This design comes from an exercise in tuning for small area, a short achievable clock period and few clock cycles per item on the open sky130 flow, not from production work.
Only simulation tests tie the RTL to the original design; equivalence was not proved.

## build 14
// aes128_round_seq
module aes128_round_seq
#(
    parameter int CNT_W = 32,
    parameter int NR    = 10
) (
    input  logic               clk,
    input  logic               rst,
    input  logic               in_valid,
    output logic               in_ready,
    input  logic [BLK_W-1:0]   in_text,
    input  logic [BLK_W-1:0]   in_key,
    output logic               out_valid,
    input  logic               out_ready,
    output logic [BLK_W-1:0]   out_data,
    output logic               busy
);
clock: 20.0 ns
lec_check: 0
cap_margin: 20
core_margin: 2
core_utilization: 60
cts_buf_list: sky130_fd_sc_hd__clkbuf_8 sky130_fd_sc_hd__clkbuf_16
cts_cluster_diameter: 60
cts_cluster_size: 20
setup_slack_margin: 0.4
slew_margin: 20
synth_hierarchical: 1
standard.sh (not shown) runs the stock make flow with config.mk's settings and CLKGATE_MAP_FILE= SYNTH_SCRIPT=/design/flow/synth_recipe.tcl, a recipe that flattens the netlist after the stock synthesis.
==> flow/flow/run.sh <==
#!/bin/bash
set -euo pipefail
PORTBUF="BUFFER_PORTS_ARGS=-buffer_cell sky130_fd_sc_hd__buf_1"
bash standard.sh SETUP_SLACK_MARGIN=13.5 "$PORTBUF" cts > flow_make_cts.log 2>&1
bash standard.sh "$PORTBUF" finish > flow_make_finish.log 2>&1
Build 14 completed end to end with timing, DRC and antenna clean.
Testbench counts of build 14, summed over its fixed seeds: cycles 20,496, items 2,048.
--- input diff build 14..build 33 ---
- CTS_CLUSTER_DIAMETER removed (was 60)
- CTS_BUF_LIST removed (was sky130_fd_sc_hd__clkbuf_8 sky130_fd_sc_hd__clkbuf_16)
- CTS_CLUSTER_SIZE removed (was 20)
-- flow/flow/run.sh --
<<< build 14, line 5
bash standard.sh "$PORTBUF" finish > flow_make_finish.log 2>&1
>>> build 33, line 5
bash standard.sh SETUP_SLACK_MARGIN=13.25 "$PORTBUF" finish > flow_make_finish.log 2>&1
Results
Compared to build 14, the routing of build 33 uses more wire. Build 33 vs build 14 on post-layout instance count excluding filler cells: build 33 is the higher one. The fmax of build 33 was superior to that of build 14. Comparing build 33 and build 14, the higher clock-buffer cell count was measured on build 33. Compared to build 14, build 33 has utilization 3.0 points higher.
For build 39, these inputs were changed with respect to build 33:
-- flow/flow/run.sh --
<<< build 33, line 5
bash standard.sh SETUP_SLACK_MARGIN=13.25 "$PORTBUF" finish > flow_make_finish.log 2>&1
>>> build 39, line 5
bash standard.sh "$PORTBUF" finish > flow_make_finish.log 2>&1
==> notes.md <==
st_q[73] as the timing startpoint of the critical path was reported by build 39, and key_q[20] by build 33.
Build 39 ended up with st_q[20] as its capturing element of the worst setup path; build 33 ended up with out_q[63].
Compared with build 33, in build 39 sequential cell count flat, proportion of cell area occupied by registers shows an increase of 0.65 points, count of plain and timing-repair buffers in the layout shrank by 51.
--- input diff build 39..build 67 ---
- CORE_UTILIZATION: 60 -> 65
- CTS_BUF_LIST: unset -> sky130_fd_sc_hd__clkbuf_4 sky130_fd_sc_hd__clkbuf_8
-- flow/flow/run.sh --
<<< build 39, line 4
bash standard.sh SETUP_SLACK_MARGIN=13.5 "$PORTBUF" cts > flow_make_cts.log 2>&1
>>> build 67, line 4
bash standard.sh SETUP_SLACK_MARGIN=13.8 "$PORTBUF" cts > flow_make_cts.log 2>&1
Of build 67 and build 39, the lower post-synthesis to final-layout area growth belongs to build 39.
Looking at global-route usage, build 67 sits 4.1 points higher than build 39 does.
Build 67 ended with more wire length of the first global-routing pass than build 39.
Share of the final layout cell area in sequential cells (higher): build 39
Note that the buffer count excluding the clock tree in the final layout recorded for build 67 amounts to 1.15 times the value seen in build 39.
Input changes introduced in build 75 (baseline for comparison: build 67):
- CTS_BUF_LIST changed from sky130_fd_sc_hd__clkbuf_4 sky130_fd_sc_hd__clkbuf_8 to sky130_fd_sc_hd__clkbuf_16
- CTS_CLUSTER_DIAMETER newly set to 100
- CTS_CLUSTER_SIZE newly set to 30
- CORE_UTILIZATION changed from 65 to 60
-- flow/flow/run.sh --
<<< build 67, line 4
bash standard.sh SETUP_SLACK_MARGIN=13.8 "$PORTBUF" cts > flow_make_cts.log 2>&1
>>> build 75, line 4
bash standard.sh SETUP_SLACK_MARGIN=13.5 "$PORTBUF" cts > flow_make_cts.log 2>&1
==> notes.md <==
- When build 75 is set beside build 67, its transition at the pin with the smallest max-transition slack turns out to be 0.070 ns smaller.
- Total of endpoints with negative setup slack in the final report: build 67 vs build 75 identical
- The core box area of build 75 was inferior to that of build 67.
- Diff build 67 -> build 75: first-iteration DRC count down 19%, cell area after placement flat, total length of routed wires down 3200 um, core utilization down 10 points.
- Cell at the slowest stage of the critical path = dfxtp_1: build 67; cell at the slowest stage of the critical path = xor2_1: build 75
- Signed area change from the synthesized netlist to the final layout (build 75 over build 67): decrease, 6.8 points
- Build 67 has a lower met1 layer wirelength in the final routing than build 75.
- Status: footprint of the flip-flops and latches parity (build 67, build 75)

========
aes128_round_seq, a different RTL version from the one above (not shown whole).
Size in the first run: roughly 4800 cells after synthesis, roughly 690 flip-flops, ~0.052 mm² of cells after synthesis.
clock: 20.0 ns
lec_check: 0
cap_margin: 20
core_margin: 2
core_utilization: 60
cts_buf_list: sky130_fd_sc_hd__clkbuf_16
cts_cluster_diameter: 100
cts_cluster_size: 24
setup_slack_margin: 0.4
slew_margin: 20
synth_hierarchical: 1
==> flow/flow/run.sh <==
#!/bin/bash
set -euo pipefail
PORTBUF="BUFFER_PORTS_ARGS=-buffer_cell sky130_fd_sc_hd__buf_1"
bash standard.sh SETUP_SLACK_MARGIN=14.8 "$PORTBUF" cts > flow_make_cts.log 2>&1
bash standard.sh "$PORTBUF" finish > flow_make_finish.log 2>&1
Testbench counts at the start, summed over its fixed seeds: cycles 20,520, items 2,048.
Next try:
==> flow/flow/run.sh (replaced) <==
#!/bin/bash
set -euo pipefail
PORTBUF="BUFFER_PORTS_ARGS=-buffer_cell sky130_fd_sc_hd__buf_1"
bash standard.sh SETUP_SLACK_MARGIN=15.0 "$PORTBUF" cts > flow_make_cts.log 2>&1
bash standard.sh "$PORTBUF" finish > flow_make_finish.log 2>&1
Effect: Final area went up by a few percent; clock skew falls by 0.0039 ns; wire length is higher slightly; final cell count is about the same; worst setup slack improved by 0.20 ns; non-clock buffer count rose by 8; flip-flop and latch count stays the same; via count is higher slightly.
Next try:
==> flow/flow/run.sh (replaced) <==
#!/bin/bash
set -euo pipefail
PORTBUF="BUFFER_PORTS_ARGS=-buffer_cell sky130_fd_sc_hd__buf_1"
bash standard.sh SETUP_SLACK_MARGIN=15.1 "$PORTBUF" cts > flow_make_cts.log 2>&1
bash standard.sh "$PORTBUF" finish > flow_make_finish.log 2>&1
Settings changed: CORE_UTILIZATION 60 to 50.
Effect: The changed run finished but fails on antenna violations; routed wire length came out higher by 5.8%; count of clock-buffer cells in the layout rises by 2; synthesized cell count is unchanged; worst hold slack degrades by 0.025 ns; register-to-register slack is better by 0.14 ns; utilization goes down by 10 points; die area is higher by 20%.
Next try:
==> flow/flow/run.sh (replaced) <==
#!/bin/bash
set -euo pipefail
PORTBUF="BUFFER_PORTS_ARGS=-buffer_cell sky130_fd_sc_hd__buf_1"
bash standard.sh SETUP_SLACK_MARGIN=15.0 "$PORTBUF" cts > flow_make_cts.log 2>&1
bash standard.sh "$PORTBUF" finish > flow_make_finish.log 2>&1
Settings changed: CORE_UTILIZATION 50 to 55.
Effect:
- With this change the flow produced a clean layout
- non-clock buffer count fell by 8
- cell area shrinks by about 1.6%
- register-to-register slack got worse by 0.11 ns
- fmax is about the same
Next try:
Settings changed: CORE_UTILIZATION 55 to 60, CTS_BUF_LIST sky130_fd_sc_hd__clkbuf_16 to not set, CTS_CLUSTER_DIAMETER 100 to not set, CTS_CLUSTER_SIZE 24 to not set.
Outcome: Clock skew came out lower by 0.0096 ns; worst hold slack is worse by 0.0080 ns; utilization climbs by 6.8 points; count of clock-buffer cells in the layout goes up by 66; synthesized cell count does not change; maximum frequency hardly moves.

========
Starting RTL as in the previous note.
// aes128_round_seq
module aes128_round_seq
#(
    parameter int CNT_W = 32,
    parameter int NR    = 10
) (
    input  logic               clk,
    input  logic               rst,
    input  logic               in_valid,
    output logic               in_ready,
    input  logic [BLK_W-1:0]   in_text,
    input  logic [BLK_W-1:0]   in_key,
    output logic               out_valid,
    input  logic               out_ready,
    output logic [BLK_W-1:0]   out_data,
    output logic               busy
);
    function automatic logic [7:0] rcon(input logic [3:0] idx);
        case (idx)
            4'd1:    rcon = 8'h01;
            4'd2:    rcon = 8'h02;
            4'd3:    rcon = 8'h04;
            4'd4:    rcon = 8'h08;
            4'd5:    rcon = 8'h10;
            4'd6:    rcon = 8'h20;
            4'd7:    rcon = 8'h40;
            4'd8:    rcon = 8'h80;
            4'd9:    rcon = 8'h1b;
            4'd10:   rcon = 8'h36;
            default: rcon = 8'h00;
        endcase
    endfunction
    if (NR != AES_NR || CNT_W < 1) begin : g_bad_cfg
        $error("aes128_round_seq: NR must be 10 and CNT_W at least 1");
    end
    logic [BLK_W-1:0] st_q, st_d;       
    logic [BLK_W-1:0] key_q, key_d;     
    logic [BLK_W-1:0] psr_q, psr_d;     
    logic [31:0]      psub_q, psub_d;   
    logic [BLK_W-1:0] ppre_q, ppre_d;   
    logic [BLK_W-1:0] out_q, out_d;
    logic       va_q, va_d;             
    logic [3:0] rnda_q, rnda_d;         
    logic       vb_q, vb_d;             
    logic [3:0] rndb_q, rndb_d;         
    logic       ov_q, ov_d;             
    logic       rdy_q, rdy_d;           
    logic       rdy_n_q;                
    logic       busy_q, busy_d;
    logic [BLK_W-1:0] sr;
    logic [31:0]      sub_w;
    logic [BLK_W-1:0] pre;
    logic [BLK_W-1:0] nk;
    logic [BLK_W-1:0] mc;
    logic [BLK_W-1:0] ct;
    for (genvar c = 0; c < 4; c++) begin : g_col
        for (genvar r = 0; r < 4; r++) begin : g_row
            sub_bytes u_sb (
                .din  (st_q[127 - 8*(r + 4*((c + r) % 4)) -: 8]),
                .dout (sr[127 - 8*(r + 4*c) -: 8])
            );
        end
    end
    aes_key_step u_key_step (
        .key_in (key_q),
        .rc     (rcon(rnda_q)),
        .sub_w  (sub_w),
        .pre    (pre)
    );
  ...
==> flow/config.mk <==
export PLATFORM = sky130hd
export DESIGN_NAME = aes128_round_seq
export DESIGN_NICKNAME = aes128_round_seq
export VERILOG_FILES = /design/flow/design.v
export SDC_FILE = /design/flow/constraint.sdc
export NUM_CORES = 4
export LEC_CHECK = 0
export CAP_MARGIN = 20
export CORE_MARGIN = 2
export CORE_UTILIZATION = 60
export SETUP_SLACK_MARGIN = 0.4
export SLEW_MARGIN = 20
export SYNTH_HIERARCHICAL = 1
==> flow/constraint.sdc <==
create_clock -name core_clock -period 20.0 [get_ports {clk}]
set_input_delay 4.0000 -clock core_clock [delete_from_list [all_inputs] [get_ports {clk}]]
set_output_delay 4.0000 -clock core_clock [all_outputs]
set_load 0.01 [all_outputs]
==> flow/flow/run.sh <==
#!/bin/bash
set -euo pipefail
PORTBUF="BUFFER_PORTS_ARGS=-buffer_cell sky130_fd_sc_hd__buf_1"
bash standard.sh SETUP_SLACK_MARGIN=15.3 "$PORTBUF" cts > flow_make_cts.log 2>&1
bash standard.sh "$PORTBUF" finish > flow_make_finish.log 2>&1
The first run finished with timing, DRC and antenna clean.
Testbench counts at the start, summed over its fixed seeds: cycles 20,520, items 2,048.
Rerun with:
==> flow/flow/run.sh (replaced) <==
#!/bin/bash
set -euo pipefail
PORTBUF="BUFFER_PORTS_ARGS=-buffer_cell sky130_fd_sc_hd__buf_1"
bash standard.sh SETUP_SLACK_MARGIN=15.0 "$PORTBUF" cts > flow_make_cts.log 2>&1
bash standard.sh "$PORTBUF" finish > flow_make_finish.log 2>&1
--- a/flow/config.mk
+++ b/flow/config.mk
@@ -9,4 +9,7 @@
 export CORE_MARGIN = 2
 export CORE_UTILIZATION = 60
+export CTS_BUF_LIST = sky130_fd_sc_hd__clkbuf_16
+export CTS_CLUSTER_DIAMETER = 100
+export CTS_CLUSTER_SIZE = 30
 export SETUP_SLACK_MARGIN = 0.4
 export SLEW_MARGIN = 20
Result: Utilization drops by 6.1 points. Worst setup slack is worse by 0.016 ns. Clock-buffer cell count came out lower by 70. Final area went down by 8.3%. Via count shrinks by 3.4%. Area after synthesis stays the same. Worst hold slack gets better by 0.013 ns. Critical path depth goes up by 15. Routed wire length goes down by about 6%. Global-route usage went down by 2.8 points.

[port drivers added, routing unchanged]
The results above use ideal ports. As a check the final layouts listed here were re-extracted and re-timed, cells and wires unchanged. Step 1 assumes that a clkbuf_16 drives the clock port and a buf_2 every other input. Step 2 times the ports against the registers' clock, not the clock port: input delays grow and output delays shrink by t, the midpoint of the rising clock arrivals with the driver on. Slacks: ideal ports / drivers / drivers and shift; pairs: ideal ports / drivers.
| run | shift t [ns] | slack for setup (ns) | worst setup path at the end | slew at the worst register clock pin (ns) | cell pins on the clock port's net |
|---|---|---|---|---|---|
| build 14 | 0.664 | 13.231 / 13.231 / 13.231 | register to register | 0.08 / 0.08 | 1 |
| build 33 | 0.672 | 13.392 / 13.392 / 13.392 | register to register | 0.07 / 0.07 | 1 |
| build 39 | 0.673 | 13.253 / 13.253 / 13.253 | register to register | 0.07 / 0.07 | 1 |
| build 67 | 0.734 | 13.444 / 13.444 / 13.444 | register to register | 0.07 / 0.07 | 1 |
| build 75 | 0.677 | 13.235 / 13.235 / 13.235 | register to register | 0.11 / 0.11 | 1 |
| the first run of note 2 | 0.665 | 14.662 / 14.662 / 14.117 | input to register | 0.11 / 0.11 | 1 |
| the second run of note 2 | 0.659 | 14.858 / 14.803 / 14.263 | input to register | 0.11 / 0.11 | 1 |
| the third run of note 2 | 0.680 | 14.826 / 14.763 / 14.406 | input to register | 0.11 / 0.11 | 1 |
| the fourth run of note 2 | 0.664 | 14.829 / 14.751 / 14.302 | input to register | 0.11 / 0.11 | 1 |
| the fifth run of note 2 | 0.706 | 14.837 / 14.768 / 14.233 | input to register | 0.07 / 0.07 | 1 |
| the first run of note 3 | 0.697 | 14.862 / 14.789 / 14.265 | input to register | 0.07 / 0.07 | 1 |
| the second run of note 3 | 0.663 | 14.847 / 14.789 / 14.265 | input to register | 0.12 / 0.12 | 1 |
The setup slack of the fifth run of note 2, which loses most, moves by -0.069 ns with the drivers and by -0.604 ns with both steps.
